From an optimization exercise on the open Yosys and OpenROAD flow, aimed at small area, a short achievable clock period and few clock cycles per item; shortcuts taken in it are not production practice. No functional check of the RTL was part of this run. Power is estimated from default activity; no workload was simulated.

==> design.v <==
   localparam int VALUE_BITS = 48;
   localparam logic [VALUE_BITS-1:0] VALUE_MAX = {VALUE_BITS{1'b1}};
   localparam logic [7:0] CHAR_NEWLINE = 8'h0A;
   localparam logic [7:0] CHAR_NUL     = 8'h00;
   localparam logic [7:0] CHAR_SLASH   = 8'h2F;
   localparam logic [7:0] CHAR_BANG    = 8'h21;
   localparam logic [7:0] CHAR_OPEN    = 8'h28;
   localparam logic [7:0] CHAR_CLOSE   = 8'h29;
   localparam logic [7:0] CHAR_STAR    = 8'h2A;
   localparam logic [7:0] CHAR_POINT   = 8'h2E;
   localparam logic [15:0] CRC_POLY = 16'hA001;
   localparam logic [15:0] CRC_INIT = 16'h0000;
   function automatic logic [15:0] crc_byte(input logic [15:0] c, input logic [7:0] b);
      logic [15:0] r;
      integer k;
      r = c ^ {8'h00, b};
      for (k = 0; k < 8; k = k + 1) begin
         r = r[0] ? ((r >> 1) ^ CRC_POLY) : (r >> 1);
      end
      crc_byte = r;
   endfunction
   localparam logic [6:0] TRIE_ROOT = 7'd0;
   localparam logic [6:0] TRIE_DEAD = 7'd95;
   function automatic logic [6:0] trie_next(input logic [6:0] s, input logic [7:0] b);
      logic [6:0] n;
      n = s[6:5] == 2'b11 ? s : TRIE_DEAD;
      case (s)
         7'd0: begin if (b == 8'h30) n = 7'd1; if (b == 8'h31) n = 7'd2; end
         7'd1: begin if (b == 8'h2d) n = 7'd3; end
         7'd2: begin if (b == 8'h2d) n = 7'd4; end
         7'd3: begin if (b == 8'h30) n = 7'd5; end
         7'd4: begin if (b == 8'h30) n = 7'd6; end
         7'd5: begin if (b == 8'h3a) n = 7'd7; end
         7'd6: begin if (b == 8'h3a) n = 7'd8; end
         7'd7: begin if (b == 8'h39) n = 7'd9; end
         7'd8: begin if (b == 8'h31) n = 7'd10; if (b == 8'h32) n = 7'd11; if (b == 8'h33) n = 7'd12; if (b == 8'h35) n = 7'd13; if (b == 8'h37) n = 7'd14; end
         7'd9: begin if (b == 8'h36) n = 7'd15; end
         7'd10: begin if (b == 8'h2e) n = 7'd16; end
         7'd11: begin if (b == 8'h2e) n = 7'd17; end
         7'd12: begin if (b == 8'h31) n = 7'd18; if (b == 8'h32) n = 7'd19; end
         7'd13: begin if (b == 8'h31) n = 7'd20; if (b == 8'h32) n = 7'd21; end
         7'd14: begin if (b == 8'h31) n = 7'd22; if (b == 8'h32) n = 7'd23; end
         7'd15: begin if (b == 8'h2e) n = 7'd24; end
         7'd16: begin if (b == 8'h37) n = 7'd25; if (b == 8'h38) n = 7'd26; end
         7'd17: begin if (b == 8'h37) n = 7'd27; if (b == 8'h38) n = 7'd28; end
         7'd18: begin if (b == 8'h2e) n = 7'd29; end
         7'd19: begin if (b == 8'h2e) n = 7'd30; end
         7'd20: begin if (b == 8'h2e) n = 7'd31; end
         7'd21: begin if (b == 8'h2e) n = 7'd32; end
         7'd22: begin if (b == 8'h2e) n = 7'd33; end
         7'd23: begin if (b == 8'h2e) n = 7'd34; end
         7'd24: begin if (b == 8'h31) n = 7'd35; if (b == 8'h37) n = 7'd36; end
         7'd25: begin if (b == 8'h2e) n = 7'd37; end
         7'd26: begin if (b == 8'h2e) n = 7'd38; end
         7'd27: begin if (b == 8'h2e) n = 7'd39; end
         7'd28: begin if (b == 8'h2e) n = 7'd40; end
         7'd29: begin if (b == 8'h37) n = 7'd41; end
         7'd30: begin if (b == 8'h33) n = 7'd42; if (b == 8'h37) n = 7'd43; end
         7'd31: begin if (b == 8'h37) n = 7'd44; end
         7'd32: begin if (b == 8'h33) n = 7'd45; if (b == 8'h37) n = 7'd46; end
         7'd33: begin if (b == 8'h37) n = 7'd47; end
         7'd34: begin if (b == 8'h33) n = 7'd48; if (b == 8'h37) n = 7'd49; end
         7'd35: begin if (b == 8'h34) n = 7'd50; end
         7'd36: begin if (b == 8'h2e) n = 7'd51; end
         7'd37: begin if (b == 8'h30) n = 7'd107; end
         7'd38: begin if (b == 8'h30) n = 7'd97; if (b == 8'h31) n = 7'd98; if (b == 8'h32) n = 7'd99; if (b == 8'h33) n = 7'd100; if (b == 8'h34) n = 7'd101; end
         7'd39: begin if (b == 8'h30) n = 7'd108; end
         7'd40: begin if (b == 8'h30) n = 7'd102; if (b == 8'h31) n = 7'd103; if (b == 8'h32) n = 7'd104; if (b == 8'h33) n = 7'd105; if (b == 8'h34) n = 7'd106; end
         7'd41: begin if (b == 8'h2e) n = 7'd52; end
         7'd42: begin if (b == 8'h32) n = 7'd53; if (b == 8'h36) n = 7'd54; end
         7'd43: begin if (b == 8'h2e) n = 7'd55; end
         7'd44: begin if (b == 8'h2e) n = 7'd56; end
         7'd45: begin if (b == 8'h32) n = 7'd57; if (b == 8'h36) n = 7'd58; end
         7'd46: begin if (b == 8'h2e) n = 7'd59; end
         7'd47: begin if (b == 8'h2e) n = 7'd60; end
         7'd48: begin if (b == 8'h32) n = 7'd61; if (b == 8'h36) n = 7'd62; end
         7'd49: begin if (b == 8'h2e) n = 7'd63; end
         7'd50: begin if (b == 8'h2e) n = 7'd64; end
         7'd51: begin if (b == 8'h32) n = 7'd65; if (b == 8'h39) n = 7'd116; end
         7'd52: begin if (b == 8'h30) n = 7'd112; end
         7'd53: begin if (b == 8'h2e) n = 7'd66; end
         7'd54: begin if (b == 8'h2e) n = 7'd67; end
         7'd55: begin if (b == 8'h30) n = 7'd109; end
         7'd56: begin if (b == 8'h30) n = 7'd113; end
         7'd57: begin if (b == 8'h2e) n = 7'd68; end
         7'd58: begin if (b == 8'h2e) n = 7'd69; end
         7'd59: begin if (b == 8'h30) n = 7'd110; end
         7'd60: begin if (b == 8'h30) n = 7'd114; end
         7'd61: begin if (b == 8'h2e) n = 7'd70; end
         7'd62: begin if (b == 8'h2e) n = 7'd71; end
         7'd63: begin if (b == 8'h30) n = 7'd111; end
         7'd64: begin if (b == 8'h30) n = 7'd96; end
         7'd65: begin if (b == 8'h31) n = 7'd115; end
         7'd66: begin if (b == 8'h30) n = 7'd117; end
         7'd67: begin if (b == 8'h30) n = 7'd120; end
         7'd68: begin if (b == 8'h30) n = 7'd118; end
         7'd69: begin if (b == 8'h30) n = 7'd121; end
         7'd70: begin if (b == 8'h30) n = 7'd119; end
         7'd71: begin if (b == 8'h30) n = 7'd122; end
         default: ;
      endcase
      trie_next = n;
   endfunction
module mtlp_crc (
   input  logic       clock,
   input  logic       reset,
   input  logic       in_fire,
   input  logic [7:0] in_byte,
   output logic       status_frozen,
   output logic       status_crc_match
);
   localparam int VALUE_BITS = 48;
   localparam logic [VALUE_BITS-1:0] VALUE_MAX = {VALUE_BITS{1'b1}};
   localparam logic [7:0] CHAR_NEWLINE = 8'h0A;
   localparam logic [7:0] CHAR_NUL     = 8'h00;
   localparam logic [7:0] CHAR_SLASH   = 8'h2F;
   localparam logic [7:0] CHAR_BANG    = 8'h21;
   localparam logic [7:0] CHAR_OPEN    = 8'h28;
   localparam logic [7:0] CHAR_CLOSE   = 8'h29;
   localparam logic [7:0] CHAR_STAR    = 8'h2A;
   localparam logic [7:0] CHAR_POINT   = 8'h2E;
   localparam logic [15:0] CRC_POLY = 16'hA001;
   localparam logic [15:0] CRC_INIT = 16'h0000;
   function automatic logic [15:0] crc_byte(input logic [15:0] c, input logic [7:0] b);
      logic [15:0] r;
      integer k;
      r = c ^ {8'h00, b};
      for (k = 0; k < 8; k = k + 1) begin
         r = r[0] ? ((r >> 1) ^ CRC_POLY) : (r >> 1);
      end
      crc_byte = r;
   endfunction
   localparam logic [6:0] TRIE_ROOT = 7'd0;
   localparam logic [6:0] TRIE_DEAD = 7'd95;
   function automatic logic [6:0] trie_next(input logic [6:0] s, input logic [7:0] b);
      logic [6:0] n;
      n = s[6:5] == 2'b11 ? s : TRIE_DEAD;
      case (s)
         7'd0: begin if (b == 8'h30) n = 7'd1; if (b == 8'h31) n = 7'd2; end
         7'd1: begin if (b == 8'h2d) n = 7'd3; end
         7'd2: begin if (b == 8'h2d) n = 7'd4; end
         7'd3: begin if (b == 8'h30) n = 7'd5; end
         7'd4: begin if (b == 8'h30) n = 7'd6; end
         7'd5: begin if (b == 8'h3a) n = 7'd7; end
         7'd6: begin if (b == 8'h3a) n = 7'd8; end
         7'd7: begin if (b == 8'h39) n = 7'd9; end
         7'd8: begin if (b == 8'h31) n = 7'd10; if (b == 8'h32) n = 7'd11; if (b == 8'h33) n = 7'd12; if (b == 8'h35) n = 7'd13; if (b == 8'h37) n = 7'd14; end
         7'd9: begin if (b == 8'h36) n = 7'd15; end
         7'd10: begin if (b == 8'h2e) n = 7'd16; end
         7'd11: begin if (b == 8'h2e) n = 7'd17; end
         7'd12: begin if (b == 8'h31) n = 7'd18; if (b == 8'h32) n = 7'd19; end
         7'd13: begin if (b == 8'h31) n = 7'd20; if (b == 8'h32) n = 7'd21; end
         7'd14: begin if (b == 8'h31) n = 7'd22; if (b == 8'h32) n = 7'd23; end
         7'd15: begin if (b == 8'h2e) n = 7'd24; end
         7'd16: begin if (b == 8'h37) n = 7'd25; if (b == 8'h38) n = 7'd26; end
         7'd17: begin if (b == 8'h37) n = 7'd27; if (b == 8'h38) n = 7'd28; end
         7'd18: begin if (b == 8'h2e) n = 7'd29; end
         7'd19: begin if (b == 8'h2e) n = 7'd30; end
         7'd20: begin if (b == 8'h2e) n = 7'd31; end
         7'd21: begin if (b == 8'h2e) n = 7'd32; end
         7'd22: begin if (b == 8'h2e) n = 7'd33; end
         7'd23: begin if (b == 8'h2e) n = 7'd34; end
         7'd24: begin if (b == 8'h31) n = 7'd35; if (b == 8'h37) n = 7'd36; end
         7'd25: begin if (b == 8'h2e) n = 7'd37; end
         7'd26: begin if (b == 8'h2e) n = 7'd38; end
         7'd27: begin if (b == 8'h2e) n = 7'd39; end
         7'd28: begin if (b == 8'h2e) n = 7'd40; end
         7'd29: begin if (b == 8'h37) n = 7'd41; end
         7'd30: begin if (b == 8'h33) n = 7'd42; if (b == 8'h37) n = 7'd43; end
         7'd31: begin if (b == 8'h37) n = 7'd44; end
         7'd32: begin if (b == 8'h33) n = 7'd45; if (b == 8'h37) n = 7'd46; end
         7'd33: begin if (b == 8'h37) n = 7'd47; end
         7'd34: begin if (b == 8'h33) n = 7'd48; if (b == 8'h37) n = 7'd49; end
         7'd35: begin if (b == 8'h34) n = 7'd50; end
         7'd36: begin if (b == 8'h2e) n = 7'd51; end
         7'd37: begin if (b == 8'h30) n = 7'd107; end
         7'd38: begin if (b == 8'h30) n = 7'd97; if (b == 8'h31) n = 7'd98; if (b == 8'h32) n = 7'd99; if (b == 8'h33) n = 7'd100; if (b == 8'h34) n = 7'd101; end
         7'd39: begin if (b == 8'h30) n = 7'd108; end
         7'd40: begin if (b == 8'h30) n = 7'd102; if (b == 8'h31) n = 7'd103; if (b == 8'h32) n = 7'd104; if (b == 8'h33) n = 7'd105; if (b == 8'h34) n = 7'd106; end
         7'd41: begin if (b == 8'h2e) n = 7'd52; end
         7'd42: begin if (b == 8'h32) n = 7'd53; if (b == 8'h36) n = 7'd54; end
         7'd43: begin if (b == 8'h2e) n = 7'd55; end
         7'd44: begin if (b == 8'h2e) n = 7'd56; end
         7'd45: begin if (b == 8'h32) n = 7'd57; if (b == 8'h36) n = 7'd58; end
         7'd46: begin if (b == 8'h2e) n = 7'd59; end
         7'd47: begin if (b == 8'h2e) n = 7'd60; end
         7'd48: begin if (b == 8'h32) n = 7'd61; if (b == 8'h36) n = 7'd62; end
         7'd49: begin if (b == 8'h2e) n = 7'd63; end
         7'd50: begin if (b == 8'h2e) n = 7'd64; end
         7'd51: begin if (b == 8'h32) n = 7'd65; if (b == 8'h39) n = 7'd116; end
         7'd52: begin if (b == 8'h30) n = 7'd112; end
         7'd53: begin if (b == 8'h2e) n = 7'd66; end
         7'd54: begin if (b == 8'h2e) n = 7'd67; end
         7'd55: begin if (b == 8'h30) n = 7'd109; end
         7'd56: begin if (b == 8'h30) n = 7'd113; end
         7'd57: begin if (b == 8'h2e) n = 7'd68; end
         7'd58: begin if (b == 8'h2e) n = 7'd69; end
         7'd59: begin if (b == 8'h30) n = 7'd110; end
         7'd60: begin if (b == 8'h30) n = 7'd114; end
         7'd61: begin if (b == 8'h2e) n = 7'd70; end
         7'd62: begin if (b == 8'h2e) n = 7'd71; end
         7'd63: begin if (b == 8'h30) n = 7'd111; end
         7'd64: begin if (b == 8'h30) n = 7'd96; end
         7'd65: begin if (b == 8'h31) n = 7'd115; end
         7'd66: begin if (b == 8'h30) n = 7'd117; end
         7'd67: begin if (b == 8'h30) n = 7'd120; end
         7'd68: begin if (b == 8'h30) n = 7'd118; end
         7'd69: begin if (b == 8'h30) n = 7'd121; end
         7'd70: begin if (b == 8'h30) n = 7'd119; end
         7'd71: begin if (b == 8'h30) n = 7'd122; end
         default: ;
      endcase
      trie_next = n;
   endfunction
   logic [15:0] crc_ff;
   logic        frozen_ff;
   logic [4:0]  eq_ff;
   logic [2:0]  cnt_ff;
   logic [15:0] crc_next;
   logic       hex_valid;
   logic [3:0] hex_val;
   always_comb begin
      hex_valid = 1'b0;
      hex_val   = in_byte[3:0];
      if (in_byte >= 8'h30 && in_byte <= 8'h39) begin
         hex_valid = 1'b1;
      end else if ((in_byte >= 8'h41 && in_byte <= 8'h46) ||
                   (in_byte >= 8'h61 && in_byte <= 8'h66)) begin
         hex_valid = 1'b1;
         hex_val   = in_byte[3:0] + 4'd9;
      end
   end
   assign crc_next = crc_byte((in_byte == CHAR_SLASH) ? CRC_INIT : crc_ff, in_byte);
   always_ff @(posedge clock) begin
      if (reset) begin
         crc_ff    <= CRC_INIT;
         frozen_ff <= 1'b0;
      end else if (in_fire) begin
         if (in_byte == CHAR_NEWLINE && frozen_ff) begin
            crc_ff    <= CRC_INIT;
            frozen_ff <= 1'b0;
         end else if (in_byte == CHAR_SLASH || !frozen_ff) begin
            crc_ff    <= crc_next;
            frozen_ff <= (in_byte == CHAR_BANG);
         end
      end
   end
   always_ff @(posedge clock) begin
      if (in_fire) begin
         if (!frozen_ff) begin
            cnt_ff   <= 3'd0;
            eq_ff[0] <= (crc_next == 16'h0000);
            eq_ff[1] <= (crc_next[15:4] == 12'h000);
            eq_ff[2] <= (crc_next[15:8] == 8'h00);
            eq_ff[3] <= (crc_next[15:12] == 4'h0);
            eq_ff[4] <= 1'b1;
         end else if (!cnt_ff[2]) begin
            if (hex_valid) begin
               cnt_ff   <= cnt_ff + 3'd1;
               eq_ff[0] <= eq_ff[1] && (crc_ff[3:0] == hex_val);
               eq_ff[1] <= eq_ff[2] && (crc_ff[7:4] == hex_val);
               eq_ff[2] <= eq_ff[3] && (crc_ff[11:8] == hex_val);
               eq_ff[3] <= eq_ff[4] && (crc_ff[15:12] == hex_val);
               eq_ff[4] <= eq_ff[4] && (hex_val == 4'h0);
            end else begin
               cnt_ff <= 3'd4;
            end
         end
      end
   end
   assign status_frozen    = frozen_ff;
   assign status_crc_match = eq_ff[0];
endmodule
module mtlp_line (
   input  logic        clock,
   input  logic        reset,
   input  logic        in_fire,
   input  logic [7:0]  in_byte,
   input  logic        crc_frozen,
   input  logic        crc_match,
   output logic        busy,
   output logic        out_valid,
   input  logic        out_ready,
   output logic        out_kind,
   output logic [4:0]  out_field_id,
   output logic [47:0] out_value,
   output logic        out_checksum_ok
);
   localparam int VALUE_BITS = 48;
   localparam logic [VALUE_BITS-1:0] VALUE_MAX = {VALUE_BITS{1'b1}};
   localparam logic [7:0] CHAR_NEWLINE = 8'h0A;
   localparam logic [7:0] CHAR_NUL     = 8'h00;
   localparam logic [7:0] CHAR_SLASH   = 8'h2F;
   localparam logic [7:0] CHAR_BANG    = 8'h21;
   localparam logic [7:0] CHAR_OPEN    = 8'h28;
   localparam logic [7:0] CHAR_CLOSE   = 8'h29;
   localparam logic [7:0] CHAR_STAR    = 8'h2A;
   localparam logic [7:0] CHAR_POINT   = 8'h2E;
   localparam logic [15:0] CRC_POLY = 16'hA001;
   localparam logic [15:0] CRC_INIT = 16'h0000;
   function automatic logic [15:0] crc_byte(input logic [15:0] c, input logic [7:0] b);
      logic [15:0] r;
      integer k;
      r = c ^ {8'h00, b};
      for (k = 0; k < 8; k = k + 1) begin
         r = r[0] ? ((r >> 1) ^ CRC_POLY) : (r >> 1);
      end
      crc_byte = r;
   endfunction
   localparam logic [6:0] TRIE_ROOT = 7'd0;
   localparam logic [6:0] TRIE_DEAD = 7'd95;
   function automatic logic [6:0] trie_next(input logic [6:0] s, input logic [7:0] b);
      logic [6:0] n;
      n = s[6:5] == 2'b11 ? s : TRIE_DEAD;
      case (s)
         7'd0: begin if (b == 8'h30) n = 7'd1; if (b == 8'h31) n = 7'd2; end
         7'd1: begin if (b == 8'h2d) n = 7'd3; end
         7'd2: begin if (b == 8'h2d) n = 7'd4; end
         7'd3: begin if (b == 8'h30) n = 7'd5; end
         7'd4: begin if (b == 8'h30) n = 7'd6; end
         7'd5: begin if (b == 8'h3a) n = 7'd7; end
         7'd6: begin if (b == 8'h3a) n = 7'd8; end
         7'd7: begin if (b == 8'h39) n = 7'd9; end
         7'd8: begin if (b == 8'h31) n = 7'd10; if (b == 8'h32) n = 7'd11; if (b == 8'h33) n = 7'd12; if (b == 8'h35) n = 7'd13; if (b == 8'h37) n = 7'd14; end
         7'd9: begin if (b == 8'h36) n = 7'd15; end
         7'd10: begin if (b == 8'h2e) n = 7'd16; end
         7'd11: begin if (b == 8'h2e) n = 7'd17; end
         7'd12: begin if (b == 8'h31) n = 7'd18; if (b == 8'h32) n = 7'd19; end
         7'd13: begin if (b == 8'h31) n = 7'd20; if (b == 8'h32) n = 7'd21; end
         7'd14: begin if (b == 8'h31) n = 7'd22; if (b == 8'h32) n = 7'd23; end
         7'd15: begin if (b == 8'h2e) n = 7'd24; end
         7'd16: begin if (b == 8'h37) n = 7'd25; if (b == 8'h38) n = 7'd26; end
         7'd17: begin if (b == 8'h37) n = 7'd27; if (b == 8'h38) n = 7'd28; end
         7'd18: begin if (b == 8'h2e) n = 7'd29; end
         7'd19: begin if (b == 8'h2e) n = 7'd30; end
         7'd20: begin if (b == 8'h2e) n = 7'd31; end
         7'd21: begin if (b == 8'h2e) n = 7'd32; end
         7'd22: begin if (b == 8'h2e) n = 7'd33; end
         7'd23: begin if (b == 8'h2e) n = 7'd34; end
         7'd24: begin if (b == 8'h31) n = 7'd35; if (b == 8'h37) n = 7'd36; end
         7'd25: begin if (b == 8'h2e) n = 7'd37; end
         7'd26: begin if (b == 8'h2e) n = 7'd38; end
         7'd27: begin if (b == 8'h2e) n = 7'd39; end
         7'd28: begin if (b == 8'h2e) n = 7'd40; end
         7'd29: begin if (b == 8'h37) n = 7'd41; end
         7'd30: begin if (b == 8'h33) n = 7'd42; if (b == 8'h37) n = 7'd43; end
         7'd31: begin if (b == 8'h37) n = 7'd44; end
         7'd32: begin if (b == 8'h33) n = 7'd45; if (b == 8'h37) n = 7'd46; end
         7'd33: begin if (b == 8'h37) n = 7'd47; end
         7'd34: begin if (b == 8'h33) n = 7'd48; if (b == 8'h37) n = 7'd49; end
         7'd35: begin if (b == 8'h34) n = 7'd50; end
         7'd36: begin if (b == 8'h2e) n = 7'd51; end
         7'd37: begin if (b == 8'h30) n = 7'd107; end
         7'd38: begin if (b == 8'h30) n = 7'd97; if (b == 8'h31) n = 7'd98; if (b == 8'h32) n = 7'd99; if (b == 8'h33) n = 7'd100; if (b == 8'h34) n = 7'd101; end
         7'd39: begin if (b == 8'h30) n = 7'd108; end
         7'd40: begin if (b == 8'h30) n = 7'd102; if (b == 8'h31) n = 7'd103; if (b == 8'h32) n = 7'd104; if (b == 8'h33) n = 7'd105; if (b == 8'h34) n = 7'd106; end
         7'd41: begin if (b == 8'h2e) n = 7'd52; end
         7'd42: begin if (b == 8'h32) n = 7'd53; if (b == 8'h36) n = 7'd54; end
         7'd43: begin if (b == 8'h2e) n = 7'd55; end
         7'd44: begin if (b == 8'h2e) n = 7'd56; end
         7'd45: begin if (b == 8'h32) n = 7'd57; if (b == 8'h36) n = 7'd58; end
         7'd46: begin if (b == 8'h2e) n = 7'd59; end
         7'd47: begin if (b == 8'h2e) n = 7'd60; end
         7'd48: begin if (b == 8'h32) n = 7'd61; if (b == 8'h36) n = 7'd62; end
         7'd49: begin if (b == 8'h2e) n = 7'd63; end
         7'd50: begin if (b == 8'h2e) n = 7'd64; end
         7'd51: begin if (b == 8'h32) n = 7'd65; if (b == 8'h39) n = 7'd116; end
         7'd52: begin if (b == 8'h30) n = 7'd112; end
         7'd53: begin if (b == 8'h2e) n = 7'd66; end
         7'd54: begin if (b == 8'h2e) n = 7'd67; end
         7'd55: begin if (b == 8'h30) n = 7'd109; end
         7'd56: begin if (b == 8'h30) n = 7'd113; end
         7'd57: begin if (b == 8'h2e) n = 7'd68; end
         7'd58: begin if (b == 8'h2e) n = 7'd69; end
         7'd59: begin if (b == 8'h30) n = 7'd110; end
         7'd60: begin if (b == 8'h30) n = 7'd114; end
         7'd61: begin if (b == 8'h2e) n = 7'd70; end
         7'd62: begin if (b == 8'h2e) n = 7'd71; end
         7'd63: begin if (b == 8'h30) n = 7'd111; end
         7'd64: begin if (b == 8'h30) n = 7'd96; end
         7'd65: begin if (b == 8'h31) n = 7'd115; end
         7'd66: begin if (b == 8'h30) n = 7'd117; end
         7'd67: begin if (b == 8'h30) n = 7'd120; end
         7'd68: begin if (b == 8'h30) n = 7'd118; end
         7'd69: begin if (b == 8'h30) n = 7'd121; end
         7'd70: begin if (b == 8'h30) n = 7'd119; end
         7'd71: begin if (b == 8'h30) n = 7'd122; end
         default: ;
      endcase
      trie_next = n;
   endfunction
   logic [6:0]  node_ff;
   logic        open_ff, closed_ff, bad_ff, point_ff, stopped_ff;
   logic [1:0]  frac_ff;
   logic [4:0]  tlen_ff;
   logic [47:0] acc_ff;
   logic        valid_ff, scaling_ff, kind_ff, ok_ff;
   logic [4:0]  id_ff;
   logic        hit, unit, good, star;
   logic [4:0]  hit_id;
   logic        is_digit, is_end, is_newline, is_open;
   logic        step;
   logic [3:0]  step_digit;
   logic [47:0] acc_step;
   assign hit    = node_ff[6] && node_ff[5];
   assign hit_id = node_ff[4:0];
   assign unit   = hit && (hit_id >= 5'd1) && (hit_id <= 5'd18);
   assign star   = unit;
   assign good   = open_ff && closed_ff && !bad_ff && !tlen_ff[4];
   assign is_newline = (in_byte == CHAR_NEWLINE);
   assign is_open    = (in_byte == CHAR_OPEN);
   assign is_digit   = (in_byte >= 8'h30) && (in_byte <= 8'h39);
   assign is_end     = (in_byte == (star ? CHAR_STAR : CHAR_CLOSE));
   assign busy = valid_ff || scaling_ff;
   assign step_digit = scaling_ff ? 4'd0 : in_byte[3:0];
   mtlp_scale u_mul (
      .in_value  (acc_step_src),
      .in_digit  (step_digit),
      .out_value (acc_step)
   );
   logic [47:0] acc_step_src;
   assign acc_step_src = acc_ff;
   logic take_digit;
   assign take_digit = in_fire && !is_newline && !is_open && open_ff && !closed_ff && !is_end &&
                       is_digit && (!point_ff || (star && frac_ff != 2'd3 && !stopped_ff));
   always_ff @(posedge clock) begin
      if (reset) begin
         node_ff <= TRIE_ROOT;
         open_ff <= 1'b0;
      end else if (in_fire) begin
         if (is_newline) begin
            node_ff <= TRIE_ROOT;
            open_ff <= 1'b0;
         end else begin
            node_ff <= trie_next(node_ff, in_byte);
            if (is_open) open_ff <= 1'b1;
         end
      end
   end
   always_ff @(posedge clock) begin
      if (in_fire && !is_newline) begin
         if (is_open) begin
            tlen_ff    <= 5'd0;
            stopped_ff <= 1'b0;
            point_ff   <= 1'b0;
            bad_ff     <= 1'b0;
            closed_ff  <= 1'b0;
         end else if (!open_ff) begin
         end else if (closed_ff) begin
            if (is_end) bad_ff <= 1'b1;
         end else if (is_end) begin
            closed_ff <= 1'b1;
         end else begin
            if (!tlen_ff[4]) tlen_ff <= tlen_ff + 5'd1;
            if (is_digit) begin
            end else if (in_byte == CHAR_POINT || in_byte == CHAR_NUL) begin
               if (point_ff || in_byte == CHAR_NUL) stopped_ff <= stopped_ff || star;
               point_ff <= 1'b1;
            end else begin
               bad_ff <= 1'b1;
            end
         end
      end
   end
   logic emit, emit_verdict, emit_field;
   assign emit_verdict = in_fire && is_newline && crc_frozen;
   assign emit_field   = in_fire && is_newline && !crc_frozen && hit;
   always_ff @(posedge clock) begin
      if ((in_fire && is_open) || emit_verdict || (emit_field && !good)) begin
         acc_ff  <= 48'd0;
      end else if (take_digit || scaling_ff) begin
         acc_ff  <= acc_step;
      end
      if (in_fire && is_open && !is_newline) begin
         frac_ff <= 2'd0;
      end else if ((take_digit && point_ff) || scaling_ff) begin
         frac_ff <= frac_ff + 2'd1;
      end
   end
   always_ff @(posedge clock) begin
      if (reset) begin
         valid_ff   <= 1'b0;
         scaling_ff <= 1'b0;
      end else begin
         if (valid_ff && out_ready) valid_ff <= 1'b0;
         if (scaling_ff && frac_ff == 2'd2) begin
            scaling_ff <= 1'b0;
            valid_ff   <= 1'b1;
         end
         if (emit_verdict || emit_field) begin
            if (emit_field && good && unit && frac_ff != 2'd3) scaling_ff <= 1'b1;
            else valid_ff <= 1'b1;
         end
      end
   end
   always_ff @(posedge clock) begin
      if (emit_verdict || emit_field) begin
         kind_ff <= emit_verdict;
         id_ff   <= emit_verdict ? 5'd0 : hit_id;
         ok_ff   <= emit_verdict && crc_match;
      end
   end
   assign out_valid       = valid_ff;
   assign out_kind        = kind_ff;
   assign out_field_id    = id_ff;
   assign out_value       = acc_ff;
   assign out_checksum_ok = ok_ff;
endmodule
module mtlp_scale (
   input  logic [47:0] in_value,
   input  logic [3:0]  in_digit,
   output logic [47:0] out_value
);
   localparam int VALUE_BITS = 48;
   localparam logic [VALUE_BITS-1:0] VALUE_MAX = {VALUE_BITS{1'b1}};
   localparam logic [7:0] CHAR_NEWLINE = 8'h0A;
   localparam logic [7:0] CHAR_NUL     = 8'h00;
   localparam logic [7:0] CHAR_SLASH   = 8'h2F;
   localparam logic [7:0] CHAR_BANG    = 8'h21;
   localparam logic [7:0] CHAR_OPEN    = 8'h28;
   localparam logic [7:0] CHAR_CLOSE   = 8'h29;
   localparam logic [7:0] CHAR_STAR    = 8'h2A;
   localparam logic [7:0] CHAR_POINT   = 8'h2E;
   localparam logic [15:0] CRC_POLY = 16'hA001;
   localparam logic [15:0] CRC_INIT = 16'h0000;
   function automatic logic [15:0] crc_byte(input logic [15:0] c, input logic [7:0] b);
      logic [15:0] r;
      integer k;
      r = c ^ {8'h00, b};
      for (k = 0; k < 8; k = k + 1) begin
         r = r[0] ? ((r >> 1) ^ CRC_POLY) : (r >> 1);
      end
      crc_byte = r;
   endfunction
   localparam logic [6:0] TRIE_ROOT = 7'd0;
   localparam logic [6:0] TRIE_DEAD = 7'd95;
   function automatic logic [6:0] trie_next(input logic [6:0] s, input logic [7:0] b);
      logic [6:0] n;
      n = s[6:5] == 2'b11 ? s : TRIE_DEAD;
      case (s)
         7'd0: begin if (b == 8'h30) n = 7'd1; if (b == 8'h31) n = 7'd2; end
         7'd1: begin if (b == 8'h2d) n = 7'd3; end
         7'd2: begin if (b == 8'h2d) n = 7'd4; end
         7'd3: begin if (b == 8'h30) n = 7'd5; end
         7'd4: begin if (b == 8'h30) n = 7'd6; end
         7'd5: begin if (b == 8'h3a) n = 7'd7; end
         7'd6: begin if (b == 8'h3a) n = 7'd8; end
         7'd7: begin if (b == 8'h39) n = 7'd9; end
         7'd8: begin if (b == 8'h31) n = 7'd10; if (b == 8'h32) n = 7'd11; if (b == 8'h33) n = 7'd12; if (b == 8'h35) n = 7'd13; if (b == 8'h37) n = 7'd14; end
         7'd9: begin if (b == 8'h36) n = 7'd15; end
         7'd10: begin if (b == 8'h2e) n = 7'd16; end
         7'd11: begin if (b == 8'h2e) n = 7'd17; end
         7'd12: begin if (b == 8'h31) n = 7'd18; if (b == 8'h32) n = 7'd19; end
         7'd13: begin if (b == 8'h31) n = 7'd20; if (b == 8'h32) n = 7'd21; end
         7'd14: begin if (b == 8'h31) n = 7'd22; if (b == 8'h32) n = 7'd23; end
         7'd15: begin if (b == 8'h2e) n = 7'd24; end
         7'd16: begin if (b == 8'h37) n = 7'd25; if (b == 8'h38) n = 7'd26; end
         7'd17: begin if (b == 8'h37) n = 7'd27; if (b == 8'h38) n = 7'd28; end
         7'd18: begin if (b == 8'h2e) n = 7'd29; end
         7'd19: begin if (b == 8'h2e) n = 7'd30; end
         7'd20: begin if (b == 8'h2e) n = 7'd31; end
         7'd21: begin if (b == 8'h2e) n = 7'd32; end
         7'd22: begin if (b == 8'h2e) n = 7'd33; end
         7'd23: begin if (b == 8'h2e) n = 7'd34; end
         7'd24: begin if (b == 8'h31) n = 7'd35; if (b == 8'h37) n = 7'd36; end
         7'd25: begin if (b == 8'h2e) n = 7'd37; end
         7'd26: begin if (b == 8'h2e) n = 7'd38; end
         7'd27: begin if (b == 8'h2e) n = 7'd39; end
         7'd28: begin if (b == 8'h2e) n = 7'd40; end
         7'd29: begin if (b == 8'h37) n = 7'd41; end
         7'd30: begin if (b == 8'h33) n = 7'd42; if (b == 8'h37) n = 7'd43; end
         7'd31: begin if (b == 8'h37) n = 7'd44; end
         7'd32: begin if (b == 8'h33) n = 7'd45; if (b == 8'h37) n = 7'd46; end
         7'd33: begin if (b == 8'h37) n = 7'd47; end
         7'd34: begin if (b == 8'h33) n = 7'd48; if (b == 8'h37) n = 7'd49; end
         7'd35: begin if (b == 8'h34) n = 7'd50; end
         7'd36: begin if (b == 8'h2e) n = 7'd51; end
         7'd37: begin if (b == 8'h30) n = 7'd107; end
         7'd38: begin if (b == 8'h30) n = 7'd97; if (b == 8'h31) n = 7'd98; if (b == 8'h32) n = 7'd99; if (b == 8'h33) n = 7'd100; if (b == 8'h34) n = 7'd101; end
         7'd39: begin if (b == 8'h30) n = 7'd108; end
         7'd40: begin if (b == 8'h30) n = 7'd102; if (b == 8'h31) n = 7'd103; if (b == 8'h32) n = 7'd104; if (b == 8'h33) n = 7'd105; if (b == 8'h34) n = 7'd106; end
         7'd41: begin if (b == 8'h2e) n = 7'd52; end
         7'd42: begin if (b == 8'h32) n = 7'd53; if (b == 8'h36) n = 7'd54; end
         7'd43: begin if (b == 8'h2e) n = 7'd55; end
         7'd44: begin if (b == 8'h2e) n = 7'd56; end
         7'd45: begin if (b == 8'h32) n = 7'd57; if (b == 8'h36) n = 7'd58; end
         7'd46: begin if (b == 8'h2e) n = 7'd59; end
         7'd47: begin if (b == 8'h2e) n = 7'd60; end
         7'd48: begin if (b == 8'h32) n = 7'd61; if (b == 8'h36) n = 7'd62; end
         7'd49: begin if (b == 8'h2e) n = 7'd63; end
         7'd50: begin if (b == 8'h2e) n = 7'd64; end
         7'd51: begin if (b == 8'h32) n = 7'd65; if (b == 8'h39) n = 7'd116; end
         7'd52: begin if (b == 8'h30) n = 7'd112; end
         7'd53: begin if (b == 8'h2e) n = 7'd66; end
         7'd54: begin if (b == 8'h2e) n = 7'd67; end
         7'd55: begin if (b == 8'h30) n = 7'd109; end
         7'd56: begin if (b == 8'h30) n = 7'd113; end
         7'd57: begin if (b == 8'h2e) n = 7'd68; end
         7'd58: begin if (b == 8'h2e) n = 7'd69; end
         7'd59: begin if (b == 8'h30) n = 7'd110; end
         7'd60: begin if (b == 8'h30) n = 7'd114; end
         7'd61: begin if (b == 8'h2e) n = 7'd70; end
         7'd62: begin if (b == 8'h2e) n = 7'd71; end
         7'd63: begin if (b == 8'h30) n = 7'd111; end
         7'd64: begin if (b == 8'h30) n = 7'd96; end
         7'd65: begin if (b == 8'h31) n = 7'd115; end
         7'd66: begin if (b == 8'h30) n = 7'd117; end
         7'd67: begin if (b == 8'h30) n = 7'd120; end
         7'd68: begin if (b == 8'h30) n = 7'd118; end
         7'd69: begin if (b == 8'h30) n = 7'd121; end
         7'd70: begin if (b == 8'h30) n = 7'd119; end
         7'd71: begin if (b == 8'h30) n = 7'd122; end
         default: ;
      endcase
      trie_next = n;
   endfunction
   logic [51:0] t;
   assign t = {in_value, 3'b000} + {in_value, 1'b0} + {48'd0, in_digit};
   assign out_value = (t[51:48] != 4'd0) ? VALUE_MAX : t[47:0];
endmodule
module meter_telegram_line_parser_top #(
   parameter int VALUE_CHARS = 15
) (
   input  logic        clock,
   input  logic        reset,
   input  logic        req_tvalid,
   output logic        req_tready,
   input  logic [7:0]  req_tdata,    
   output logic        rsp_tvalid,
   input  logic        rsp_tready,
   output logic [55:0] rsp_tdata,    
   output logic        rsp_tuser     
);
   localparam int VALUE_BITS = 48;
   localparam logic [VALUE_BITS-1:0] VALUE_MAX = {VALUE_BITS{1'b1}};
   localparam logic [7:0] CHAR_NEWLINE = 8'h0A;
   localparam logic [7:0] CHAR_NUL     = 8'h00;
   localparam logic [7:0] CHAR_SLASH   = 8'h2F;
   localparam logic [7:0] CHAR_BANG    = 8'h21;
   localparam logic [7:0] CHAR_OPEN    = 8'h28;
   localparam logic [7:0] CHAR_CLOSE   = 8'h29;
   localparam logic [7:0] CHAR_STAR    = 8'h2A;
   localparam logic [7:0] CHAR_POINT   = 8'h2E;
   localparam logic [15:0] CRC_POLY = 16'hA001;
   localparam logic [15:0] CRC_INIT = 16'h0000;
   function automatic logic [15:0] crc_byte(input logic [15:0] c, input logic [7:0] b);
      logic [15:0] r;
      integer k;
      r = c ^ {8'h00, b};
      for (k = 0; k < 8; k = k + 1) begin
         r = r[0] ? ((r >> 1) ^ CRC_POLY) : (r >> 1);
      end
      crc_byte = r;
   endfunction
   localparam logic [6:0] TRIE_ROOT = 7'd0;
   localparam logic [6:0] TRIE_DEAD = 7'd95;
   function automatic logic [6:0] trie_next(input logic [6:0] s, input logic [7:0] b);
      logic [6:0] n;
      n = s[6:5] == 2'b11 ? s : TRIE_DEAD;
      case (s)
         7'd0: begin if (b == 8'h30) n = 7'd1; if (b == 8'h31) n = 7'd2; end
         7'd1: begin if (b == 8'h2d) n = 7'd3; end
         7'd2: begin if (b == 8'h2d) n = 7'd4; end
         7'd3: begin if (b == 8'h30) n = 7'd5; end
         7'd4: begin if (b == 8'h30) n = 7'd6; end
         7'd5: begin if (b == 8'h3a) n = 7'd7; end
         7'd6: begin if (b == 8'h3a) n = 7'd8; end
         7'd7: begin if (b == 8'h39) n = 7'd9; end
         7'd8: begin if (b == 8'h31) n = 7'd10; if (b == 8'h32) n = 7'd11; if (b == 8'h33) n = 7'd12; if (b == 8'h35) n = 7'd13; if (b == 8'h37) n = 7'd14; end
         7'd9: begin if (b == 8'h36) n = 7'd15; end
         7'd10: begin if (b == 8'h2e) n = 7'd16; end
         7'd11: begin if (b == 8'h2e) n = 7'd17; end
         7'd12: begin if (b == 8'h31) n = 7'd18; if (b == 8'h32) n = 7'd19; end
         7'd13: begin if (b == 8'h31) n = 7'd20; if (b == 8'h32) n = 7'd21; end
         7'd14: begin if (b == 8'h31) n = 7'd22; if (b == 8'h32) n = 7'd23; end
         7'd15: begin if (b == 8'h2e) n = 7'd24; end
         7'd16: begin if (b == 8'h37) n = 7'd25; if (b == 8'h38) n = 7'd26; end
         7'd17: begin if (b == 8'h37) n = 7'd27; if (b == 8'h38) n = 7'd28; end
         7'd18: begin if (b == 8'h2e) n = 7'd29; end
         7'd19: begin if (b == 8'h2e) n = 7'd30; end
         7'd20: begin if (b == 8'h2e) n = 7'd31; end
         7'd21: begin if (b == 8'h2e) n = 7'd32; end
         7'd22: begin if (b == 8'h2e) n = 7'd33; end
         7'd23: begin if (b == 8'h2e) n = 7'd34; end
         7'd24: begin if (b == 8'h31) n = 7'd35; if (b == 8'h37) n = 7'd36; end
         7'd25: begin if (b == 8'h2e) n = 7'd37; end
         7'd26: begin if (b == 8'h2e) n = 7'd38; end
         7'd27: begin if (b == 8'h2e) n = 7'd39; end
         7'd28: begin if (b == 8'h2e) n = 7'd40; end
         7'd29: begin if (b == 8'h37) n = 7'd41; end
         7'd30: begin if (b == 8'h33) n = 7'd42; if (b == 8'h37) n = 7'd43; end
         7'd31: begin if (b == 8'h37) n = 7'd44; end
         7'd32: begin if (b == 8'h33) n = 7'd45; if (b == 8'h37) n = 7'd46; end
         7'd33: begin if (b == 8'h37) n = 7'd47; end
         7'd34: begin if (b == 8'h33) n = 7'd48; if (b == 8'h37) n = 7'd49; end
         7'd35: begin if (b == 8'h34) n = 7'd50; end
         7'd36: begin if (b == 8'h2e) n = 7'd51; end
         7'd37: begin if (b == 8'h30) n = 7'd107; end
         7'd38: begin if (b == 8'h30) n = 7'd97; if (b == 8'h31) n = 7'd98; if (b == 8'h32) n = 7'd99; if (b == 8'h33) n = 7'd100; if (b == 8'h34) n = 7'd101; end
         7'd39: begin if (b == 8'h30) n = 7'd108; end
         7'd40: begin if (b == 8'h30) n = 7'd102; if (b == 8'h31) n = 7'd103; if (b == 8'h32) n = 7'd104; if (b == 8'h33) n = 7'd105; if (b == 8'h34) n = 7'd106; end
         7'd41: begin if (b == 8'h2e) n = 7'd52; end
         7'd42: begin if (b == 8'h32) n = 7'd53; if (b == 8'h36) n = 7'd54; end
         7'd43: begin if (b == 8'h2e) n = 7'd55; end
         7'd44: begin if (b == 8'h2e) n = 7'd56; end
         7'd45: begin if (b == 8'h32) n = 7'd57; if (b == 8'h36) n = 7'd58; end
         7'd46: begin if (b == 8'h2e) n = 7'd59; end
         7'd47: begin if (b == 8'h2e) n = 7'd60; end
         7'd48: begin if (b == 8'h32) n = 7'd61; if (b == 8'h36) n = 7'd62; end
         7'd49: begin if (b == 8'h2e) n = 7'd63; end
         7'd50: begin if (b == 8'h2e) n = 7'd64; end
         7'd51: begin if (b == 8'h32) n = 7'd65; if (b == 8'h39) n = 7'd116; end
         7'd52: begin if (b == 8'h30) n = 7'd112; end
         7'd53: begin if (b == 8'h2e) n = 7'd66; end
         7'd54: begin if (b == 8'h2e) n = 7'd67; end
         7'd55: begin if (b == 8'h30) n = 7'd109; end
         7'd56: begin if (b == 8'h30) n = 7'd113; end
         7'd57: begin if (b == 8'h2e) n = 7'd68; end
         7'd58: begin if (b == 8'h2e) n = 7'd69; end
         7'd59: begin if (b == 8'h30) n = 7'd110; end
         7'd60: begin if (b == 8'h30) n = 7'd114; end
         7'd61: begin if (b == 8'h2e) n = 7'd70; end
         7'd62: begin if (b == 8'h2e) n = 7'd71; end
         7'd63: begin if (b == 8'h30) n = 7'd111; end
         7'd64: begin if (b == 8'h30) n = 7'd96; end
         7'd65: begin if (b == 8'h31) n = 7'd115; end
         7'd66: begin if (b == 8'h30) n = 7'd117; end
         7'd67: begin if (b == 8'h30) n = 7'd120; end
         7'd68: begin if (b == 8'h30) n = 7'd118; end
         7'd69: begin if (b == 8'h30) n = 7'd121; end
         7'd70: begin if (b == 8'h30) n = 7'd119; end
         7'd71: begin if (b == 8'h30) n = 7'd122; end
         default: ;
      endcase
      trie_next = n;
   endfunction
   logic       in_valid_ff;
   logic [7:0] in_byte_ff;
   logic       hold_off;
   logic       fire;
   logic       busy;
   logic       crc_frozen;
   logic       crc_match;
   logic        out_kind;
   logic [4:0]  out_field_id;
   logic [47:0] out_value;
   logic        out_checksum_ok;
   assign hold_off   = busy && (in_byte_ff == CHAR_NEWLINE || in_byte_ff == CHAR_OPEN);
   assign fire       = in_valid_ff && !hold_off;
   assign req_tready = !in_valid_ff || !hold_off;
   always_ff @(posedge clock) begin
      if (reset) begin
         in_valid_ff <= 1'b0;
      end else if (req_tready) begin
         in_valid_ff <= req_tvalid;
      end
   end
   always_ff @(posedge clock) begin
      if (req_tready) begin
         in_byte_ff <= req_tdata;
      end
   end
   mtlp_crc u_crc (
      .clock            (clock),
      .reset            (reset),
      .in_fire          (fire),
      .in_byte          (in_byte_ff),
      .status_frozen    (crc_frozen),
      .status_crc_match (crc_match)
   );
   mtlp_line u_line (
      .clock           (clock),
      .reset           (reset),
      .in_fire         (fire),
      .in_byte         (in_byte_ff),
      .crc_frozen      (crc_frozen),
      .crc_match       (crc_match),
      .busy            (busy),
      .out_valid       (rsp_tvalid),
      .out_ready       (rsp_tready),
      .out_kind        (out_kind),
      .out_field_id    (out_field_id),
      .out_value       (out_value),
      .out_checksum_ok (out_checksum_ok)
   );
   assign rsp_tdata = {2'b00, out_checksum_ok, out_value, out_field_id};
   assign rsp_tuser = out_kind;
endmodule
==> run.sh <==
#!/bin/bash
# synth_recipe.tcl (not shown) runs the flow's synth.tcl, then flattens the netlist and writes it again
# the make line also repeats each setting of config.mk as NAME=value (left out here)
make -C /OpenROAD-flow-scripts/flow DESIGN_CONFIG=/design/flow/config.mk WORK_HOME=/design/flow/orfs CLKGATE_MAP_FILE= SYNTH_SCRIPT=/design/flow/synth_recipe.tcl finish
==> config.mk <==
export PLATFORM = sky130hd
export DESIGN_NAME = meter_telegram_line_parser_top
export DESIGN_NICKNAME = meter_telegram_line_parser_top
export VERILOG_FILES = /design/flow/design.v
export SDC_FILE = /design/flow/constraint.sdc
export NUM_CORES = 4
export LEC_CHECK = 0
export CAP_MARGIN = 20
export CORE_MARGIN = 2
export CORE_UTILIZATION = 40
export SLEW_MARGIN = 20
==> constraint.sdc <==
create_clock -name core_clock -period 8.0 [get_ports {clock}]
set_input_delay 1.6000 -clock core_clock [delete_from_list [all_inputs] [get_ports {clock}]]
set_output_delay 1.6000 -clock core_clock [all_outputs]
set_load 0.01 [all_outputs]
==> implementation parameters <==
Parameter                              Value

Clocking
  Clock latency on the worst-skew pair    0.37 ns
  Max clock buf depth    2
  Post-CTS Repair Setup Buffers    0
  Clock Sinks    between 100 and 150
  Number of buffers added to fix hold violations after cts    0
  Clock tree root driver cell    sky130_fd_sc_hd__clkbuf_16
  TritonCTS clock tree    built
  # resized after CTS    0
  Maximum level of the CTS H-tree    3
  Clock slew seen by the registers of the worst setup and hold paths    approximately 0.08 ns
  Number of clock buffers inserted by TritonCTS    9

Synthesis
  Post-synthesis average cell area    between 7 and 8 um2
  Summed instance area of the synthesized netlist    ~11000 um2
  Share of synthesized area occupied by flip-flops and latches    roughly 23%
  Number of enable flip-flop cells after synthesis    32
  Synth Register Bits    between 100 and 150
  Most used DFF post-synth    sky130_fd_sc_hd__dfxtp_1
  Number of warnings reported in the yosys synthesis log    3
  Synthesized instance count    about 1500
  Synth unique cells    roughly 80
  Proportion of synthesized flip-flops having asynchronous set or reset    0%

Timing
  Fin Setup TNS    0 ns
  Final number of hold-violating endpoints    0
  Headroom to the max-slew limit    roughly two fifths
  Post-route clock period utilization    around 63%
  Worst hold-check slack    roughly 0.53 ns
  Clock skew    approximately 0.016 ns
  Tightest Pin Transition    0.904 ns
  RSZ-0062 raised after global routing    no
  Number of endpoints failing setup at the final stage    0
  Count of pins over their slew limit    0
  Time the worst path needs with I/O delays and setup    ~5 ns
  Upper clock frequency limit    ~0.20 GHz

Worst hold path
  Worst hold endpoint    u_line.open_ff
  Hold path cells    1
  Path type of the worst min-delay path    reg2reg
  Startpoint of the worst hold path    u_line.open_ff

GRT
  First-pass GRT wire length    61200 um
  Maximum number of pins on one net before global-route repair    57
  Total overflow reported by the global router    0
  Layer carrying the most global-route usage    met1
  Met3 global-route usage    approximately 4.4%
  Met2 layer usage reported by global route    38.4%
  Total GRT Usage    between 20% and 30%
  Number of global-route vias before repair    10900
  Met1 routing resource usage after global routing    about two fifths
  Initial antenna violation count    0

Floorplanning
  Initial Util    roughly two fifths
  Die ar.    roughly 29000 um2
  Height of the die    approximately 170 um
  Core area    roughly 27000 um2
  Overall die width    170 um
  Row count    60
  Num ports    71

Detailed routing
  Vias per cell    between 6 and 7
  Total number of vias    11500
  Residual DRC    0
  DRT Wirelength    38800 um
  Routed wirelength normalized by instance count    between 20 and 25 um
  Detail Route Antenna Nets    0
  Initial drt markers    1436
  First-pass DRT Iterations    5

Placement
  GP Congestion    between 1 and 1.5
  Total of buffers placed on input and output ports    68
  Total half-perimeter wirelength after legalization and detailed placement    ~29000 um
  Post-place instance area    ~12000 um2

Critical path
  Worst path required time    between 6 and 7 ns
  Kind of critical path    reg2out
  Number of buffer and inverter stages on the critical path    1
  FF-to-FF path depth    14
  Startpoint kind of the worst setup timing path    flop
  Critical Path Fanout Max    17
  Critical Path End Type    output port
  Data arrival time at the worst-slack endpoint    approximately 3.5 ns
  Reg-to-reg startpoint    in_byte_ff[3]
  Endpoint of the worst register-to-register path    u_line.acc_ff[20]
  Critical Path Slowest Stage Cell    sky130_fd_sc_hd__edfxtp_1
  Cell chain of the critical path    nor4b_1 > and3_1 > o22a_1 > nand2_1 > clkdlybuf4s50_1
  Worst setup slack for register-to-register paths    3.07 ns
  Startpoint of the most critical setup path    in_byte_ff[5]
  Slowest Stage Delay on Critical Path    between 0.7 and 0.8 ns
  Kind of cell adding the most delay to the critical path    simple AND/OR/NAND/NOR gates

Power and ir drop
  Max IR drop VDD    around 0.00010 V
  Static leakage    4.55 nW
  Power Total    between 2 and 3 mW
  Power density normalized to cell area    around 220 nW/um2

Finish
  Number of antenna repair diodes    0
  Layout Nets    1587
  Share of layout cells above drive strength 1    3.39%
  Final standard cell area without fillers    between 10000 and 15000 um2
  Area growth from synthesis to layout    9.58%
  Finished Core Util    44.7%

Run
  Number of max-cap violations    0

Outcome
  Outcome    finished clean
## synthesized netlist by cell type (all sizes together), types with 5 or more instances
cell	instances	area (um2)
a22oi	20	150
a31oi	26	163
nor3	42	221
o21a	19	143
and2	18	113
or3	9	56.3
nor3b	6	45.0
xor2	45	394
o31ai	8	60.1
and3	12	75.1
mux2i	7	70.1
nand4	20	125
ha	105	1310
nand3	47	235
nand2	139	522
xnor2	46	403
a221oi	5	43.8
inv	32	120
nor2b	18	113
buf	28	153
nor2	128	480
nand2b	17	106
a21oi	176	881
edfxtp	32	961
a32oi	10	87.6
o21ai	146	738
o211ai	11	82.6
a2111oi	8	70.1
dfxtp	78	1560
clkbuf	84	315
o221ai	7	61.3
a21boi	8	60.1
nor4b	5	43.8
o22ai	9	56.3
a211oi	21	158
nor4	7	58.8
a21o	12	90.1
## state kept, by name, summed over array words and instances (netlist names)
register,flops
u_crc.crc_ff,16
u_line.acc_ff,48
u_line.kind_ff,1
u_line.bad_ff,1
u_line.point_ff,1
u_line.ok_ff,1
u_crc.cnt_ff,3
in_valid_ff,1
u_line.stopped_ff,1
in_byte_ff,8
u_line.closed_ff,1
u_line.tlen_ff,5
u_crc.frozen_ff,1
u_line.open_ff,1
u_crc.eq_ff,5
u_line.id_ff,5
u_line.node_ff,7
u_line.frac_ff,2
u_line.scaling_ff,1
u_line.valid_ff,1
## per-stage QoR
| stage | setup slack (ns) | std cells |
|---|---|---|
| 2_1_floorplan | 3.82 | 1483 |
| 3_3_place_gp | 3.21 | 1798 |
| 3_5_place_dp | 3.10 | 1798 |
| 4_1_cts | 2.91 | 1814 |
| 5_1_grt | 2.65 | 1814 |
| 6_report | 2.92 | 1814 |
## worst reg2reg max path: stages, from the launching register on
cell	delay [ns]
sky130_fd_sc_hd__edfxtp_1	0.68
sky130_fd_sc_hd__nor2b_1	0.29
sky130_fd_sc_hd__fa_1	0.51
sky130_fd_sc_hd__inv_1	0.06
sky130_fd_sc_hd__fa_1	0.44
sky130_fd_sc_hd__nand2b_1	0.18
sky130_fd_sc_hd__a21o_1	0.19
sky130_fd_sc_hd__a2111oi_0	0.46
sky130_fd_sc_hd__o31ai_1	0.21
sky130_fd_sc_hd__a21oi_1	0.35
sky130_fd_sc_hd__a41oi_1	0.20
sky130_fd_sc_hd__mux2_2	0.33
sky130_fd_sc_hd__nor4_4	0.24
sky130_fd_sc_hd__buf_4	0.47
sky130_fd_sc_hd__a21oi_1	0.19
## routing by layer
layer | part of all wire (%) | vias up
li1 | - | 5450
met5 | 0 | -
met1 | 47 | 5431
met4 | 3.5 | 0
met2 | 41 | 514
met3 | 7.8 | 99
## how the worst max path moves through the flow
stage	endpoint	slack (ns)	depth (start not counted)
5_1_grt	req_tready	2.65	5
3_5_place_dp	u_line.acc_ff[38]	3.10	14
6_report	req_tready	2.92	5
2_1_floorplan	u_line.acc_ff[26]	3.82	17
3_3_place_gp	u_line.acc_ff[1]	3.21	14
4_1_cts	req_tready	2.91	5
## placed cells by master, fill, tap and decap left out, types with 17 or more instances in the layout
| cell type | synthesis | layout |
|---|---|---|
| sky130_fd_sc_hd__nand4_1 | 20 | 20 |
| sky130_fd_sc_hd__a211oi_1 | 21 | 21 |
| sky130_fd_sc_hd__and2_1 | 18 | 18 |
| sky130_fd_sc_hd__nand3_1 | 47 | 47 |
| sky130_fd_sc_hd__a31oi_1 | 26 | 26 |
| sky130_fd_sc_hd__inv_1 | 31 | 31 |
| sky130_fd_sc_hd__nor2_1 | 128 | 128 |
| sky130_fd_sc_hd__a21oi_1 | 176 | 176 |
| sky130_fd_sc_hd__a22oi_1 | 20 | 20 |
| sky130_fd_sc_hd__o21a_1 | 19 | 19 |
| sky130_fd_sc_hd__dfxtp_1 | 78 | 77 |
| sky130_fd_sc_hd__o21ai_0 | 144 | 144 |
| sky130_fd_sc_hd__xnor2_1 | 46 | 46 |
| sky130_fd_sc_hd__nand2_1 | 139 | 139 |
| sky130_fd_sc_hd__xor2_1 | 45 | 45 |
| sky130_fd_sc_hd__ha_1 | 105 | 105 |
| sky130_fd_sc_hd__buf_4 | 3 | 18 |
| sky130_fd_sc_hd__nand2b_1 | 17 | 17 |
| sky130_fd_sc_hd__nor3_1 | 41 | 41 |
| sky130_fd_sc_hd__clkdlybuf4s50_1 | 0 | 68 |
| sky130_fd_sc_hd__nor2b_1 | 18 | 18 |
| sky130_fd_sc_hd__edfxtp_1 | 32 | 32 |
## layout make-up
cell class | instances | area [um2]
Sequential cell | 110 | 2520
Tap cell | 341 | 427
Multi-Input combinational cell | 1229 | 7920
Inverter | 32 | 120
Fill cell | 2805 | 14900
Timing Repair Buffer | 86 | 816
Clock buffer | 10 | 229
Clock inverter | 6 | 46.3
## power by group
group          switching, mW  total [mW]  internal, mW
logic                  0.892        1.47         0.581
clock network          0.237       0.451         0.214
registers             0.0742       0.694         0.619
total                   1.20        2.62          1.41
## kinds of logic after synthesis
logic type               Yosys count  synth area share (%)
AO/OA/AOI/OAI                    535                  30.2
XOR/XNOR                          91                  7.23
adder cells (fa/ha/maj)          107                  12.3
buffers and inverters            144                  5.33
flip-flops                       110                  22.9
multiplexers                      10                 0.942
other                              1                0.0340
AND/OR/NAND/NOR                  484                  21.1

## what the ideal ports hide
In the flow no input, the clock included, has a driving cell. The finished layout below was timed again as built, in two steps.
Step 1: set_driving_cell puts a clkbuf_16 on clock and a buf_2 on each other input, an assumption about the parent block.
Step 2 times the ports against the registers' clock, not the clock port: input delays grow and output delays shrink by t, the midpoint of the rising clock arrivals with the driver on.
a / b / c = ideal / step 1 / step 2; a / b = the first two.
shift t [ns]: 0.405
slack for setup (ns): 2.925 / 2.878 / 3.066
worst hold slack (ns): 0.526 / 0.526 / 0.526
After both steps setup and hold are still met in this run. The setup slack of this run moves by -0.047 ns with the drivers and by +0.141 ns with both steps.
